This is an optimization exercise on Yosys and OpenROAD, whose aim is a short achievable clock period, not a production implementation.
The RTL was checked by simulation tests, not by an equivalence proof against the original design.
Power figures rest on the tool's default switching activity, not on a simulated workload.

== alpha ==
// branch_target_predictor
module branch_target_predictor #(
  parameter int unsigned ADDR_W   = 32,
  parameter int unsigned ENTRIES  = 16,
  parameter logic [1:0]  CTR_INIT = 2'b01,
  parameter int unsigned CNT_W    = 16
) (
  input  logic              clk,
  input  logic              reset,
  input  logic              enable,
  input  logic [ADDR_W-1:0] pc_f,
  output logic              pred_hit,
  output logic              pred_taken,
  output logic [ADDR_W-1:0] pred_target,
  input  logic              upd_valid,
  input  logic [ADDR_W-1:0] upd_pc,
  input  logic              upd_taken,
  input  logic [ADDR_W-1:0] upd_target,
  input  logic              upd_pred_taken,
  input  logic [ADDR_W-1:0] upd_pred_target,
  input  logic              flush_all,
  output logic              mispredict,
  output logic [CNT_W-1:0]  branch_cnt,
  output logic [CNT_W-1:0]  mispred_cnt
);
Settings: LEC_CHECK=0, ABC_CLOCK_PERIOD_IN_PS=2500, CAP_MARGIN=20, CORE_MARGIN=2, CORE_UTILIZATION=65, PLACE_DENSITY=0.75, SETUP_SLACK_MARGIN=3.0, SLEW_MARGIN=20, SYNTH_HIERARCHICAL=1, SYNTH_MINIMUM_KEEP_SIZE=0, TNS_END_PERCENT=100; clock period 7.0 ns.
standard.sh (not shown) runs the stock make flow with config.mk's settings and CLKGATE_MAP_FILE= SYNTH_SCRIPT=/design/flow/synth_recipe.tcl, a recipe that flattens the netlist after the stock synthesis.
==> flow/flow/run.sh <==
#!/bin/bash
# Own layout flow: the standard synthesis unchanged, then the standard ORFS
# steps with delay cells kept out of buffering (so port buffers and repair
# buffers are real buffers), port buffers of a fixed drive strength, and the
# lookup's ports grouped on one edge (flow/io.tcl, before pin placement).
set -euo pipefail
HERE=$(pwd)
PLAT_DU="sky130_fd_sc_hd__probe_p_8 sky130_fd_sc_hd__probec_p_8 sky130_fd_sc_hd__lpflow_bleeder_1 sky130_fd_sc_hd__lpflow_clkbufkapwr_1 sky130_fd_sc_hd__lpflow_clkbufkapwr_16 sky130_fd_sc_hd__lpflow_clkbufkapwr_2 sky130_fd_sc_hd__lpflow_clkbufkapwr_4 sky130_fd_sc_hd__lpflow_clkbufkapwr_8 sky130_fd_sc_hd__lpflow_clkinvkapwr_1 sky130_fd_sc_hd__lpflow_clkinvkapwr_16 sky130_fd_sc_hd__lpflow_clkinvkapwr_2 sky130_fd_sc_hd__lpflow_clkinvkapwr_4 sky130_fd_sc_hd__lpflow_clkinvkapwr_8 sky130_fd_sc_hd__lpflow_decapkapwr_12 sky130_fd_sc_hd__lpflow_decapkapwr_3 sky130_fd_sc_hd__lpflow_decapkapwr_4 sky130_fd_sc_hd__lpflow_decapkapwr_6 sky130_fd_sc_hd__lpflow_decapkapwr_8 sky130_fd_sc_hd__lpflow_inputiso0n_1 sky130_fd_sc_hd__lpflow_inputiso0p_1 sky130_fd_sc_hd__lpflow_inputiso1n_1 sky130_fd_sc_hd__lpflow_inputiso1p_1 sky130_fd_sc_hd__lpflow_inputisolatch_1 sky130_fd_sc_hd__lpflow_isobufsrc_1 sky130_fd_sc_hd__lpflow_isobufsrc_16 sky130_fd_sc_hd__lpflow_isobufsrc_2 sky130_fd_sc_hd__lpflow_isobufsrc_4 sky130_fd_sc_hd__lpflow_isobufsrc_8 sky130_fd_sc_hd__lpflow_isobufsrckapwr_16 sky130_fd_sc_hd__lpflow_lsbuf_lh_hl_isowell_tap_1 sky130_fd_sc_hd__lpflow_lsbuf_lh_hl_isowell_tap_2 sky130_fd_sc_hd__lpflow_lsbuf_lh_hl_isowell_tap_4 sky130_fd_sc_hd__lpflow_lsbuf_lh_isowell_4 sky130_fd_sc_hd__lpflow_lsbuf_lh_isowell_tap_1 sky130_fd_sc_hd__lpflow_lsbuf_lh_isowell_tap_2 sky130_fd_sc_hd__lpflow_lsbuf_lh_isowell_tap_4"
DU="$PLAT_DU sky130_fd_sc_hd__dlygate4sd1_1 sky130_fd_sc_hd__dlygate4sd2_1 sky130_fd_sc_hd__dlygate4sd3_1 sky130_fd_sc_hd__clkdlybuf4s15_1 sky130_fd_sc_hd__clkdlybuf4s15_2 sky130_fd_sc_hd__clkdlybuf4s18_1 sky130_fd_sc_hd__clkdlybuf4s18_2 sky130_fd_sc_hd__clkdlybuf4s25_1 sky130_fd_sc_hd__clkdlybuf4s25_2 sky130_fd_sc_hd__clkdlybuf4s50_1 sky130_fd_sc_hd__clkdlybuf4s50_2 sky130_fd_sc_hd__dlymetal6s2s_1 sky130_fd_sc_hd__dlymetal6s4s_1 sky130_fd_sc_hd__dlymetal6s6s_1"

bash standard.sh synth > flow_synth.log 2>&1
bash standard.sh "DONT_USE_CELLS=$DU" \
  "BUFFER_PORTS_ARGS=-buffer_cell sky130_fd_sc_hd__buf_6" \
  "PRE_IO_PLACEMENT_TCL=$HERE/flow/io.tcl" \
  "GLOBAL_PLACEMENT_ARGS=-timing_driven_net_weight_max 10 -timing_driven_nets_percentage 20" \
  finish > flow_layout.log 2>&1
Other scripts of this flow, unchanged in this note and not shown: flow/flow/io.tcl
alpha has completed all stages; timing, DRC and antenna checks passed.
Changes in beta relative to alpha:
--- a/flow/config.mk
+++ b/flow/config.mk
@@ -10,4 +10,4 @@
 export CORE_MARGIN = 2
-export CORE_UTILIZATION = 65
-export PLACE_DENSITY = 0.75
+export CORE_UTILIZATION = 50
+export PLACE_DENSITY = 0.62
 export SETUP_SLACK_MARGIN = 3.0
--- outcome ---
- Changes observed in beta relative to alpha: detail-routed net length per standard cell saw an increase; clock share of power saw an increase.
- Diff alpha and beta: die height lower in alpha

## re-timing with driven ports
How much do the figures lean on ideal ports? The routed layouts below were timed once more, with nothing changed but the port constraints. Step 1 sets driving cells, clkbuf_16 on the clock port and buf_2 on the other inputs (assumed; they add their load-dependent delay and slew). Step 2 times the ports against the registers' clock, not the clock port: input delays grow and output delays shrink by t, the midpoint of the rising clock arrivals with the driver on. Three values: ideal ports, drivers, drivers and shift; two values: the first two.
run	shift t [ns]	setup slack, ns	clock arrival spread, ns	slew at the worst register clock pin (ns)	cell pins on the clock port's net
alpha	0.744	2.217 / 2.032 / 2.032	0.036 / 0.036	0.07 / 0.07	1
beta	0.767	2.239 / 1.993 / 1.993	0.038 / 0.038	0.07 / 0.07	1
After both steps setup and hold are still met in every run listed. The setup slack of beta, which loses most, moves by -0.246 ns with the drivers and by -0.246 ns with both steps.
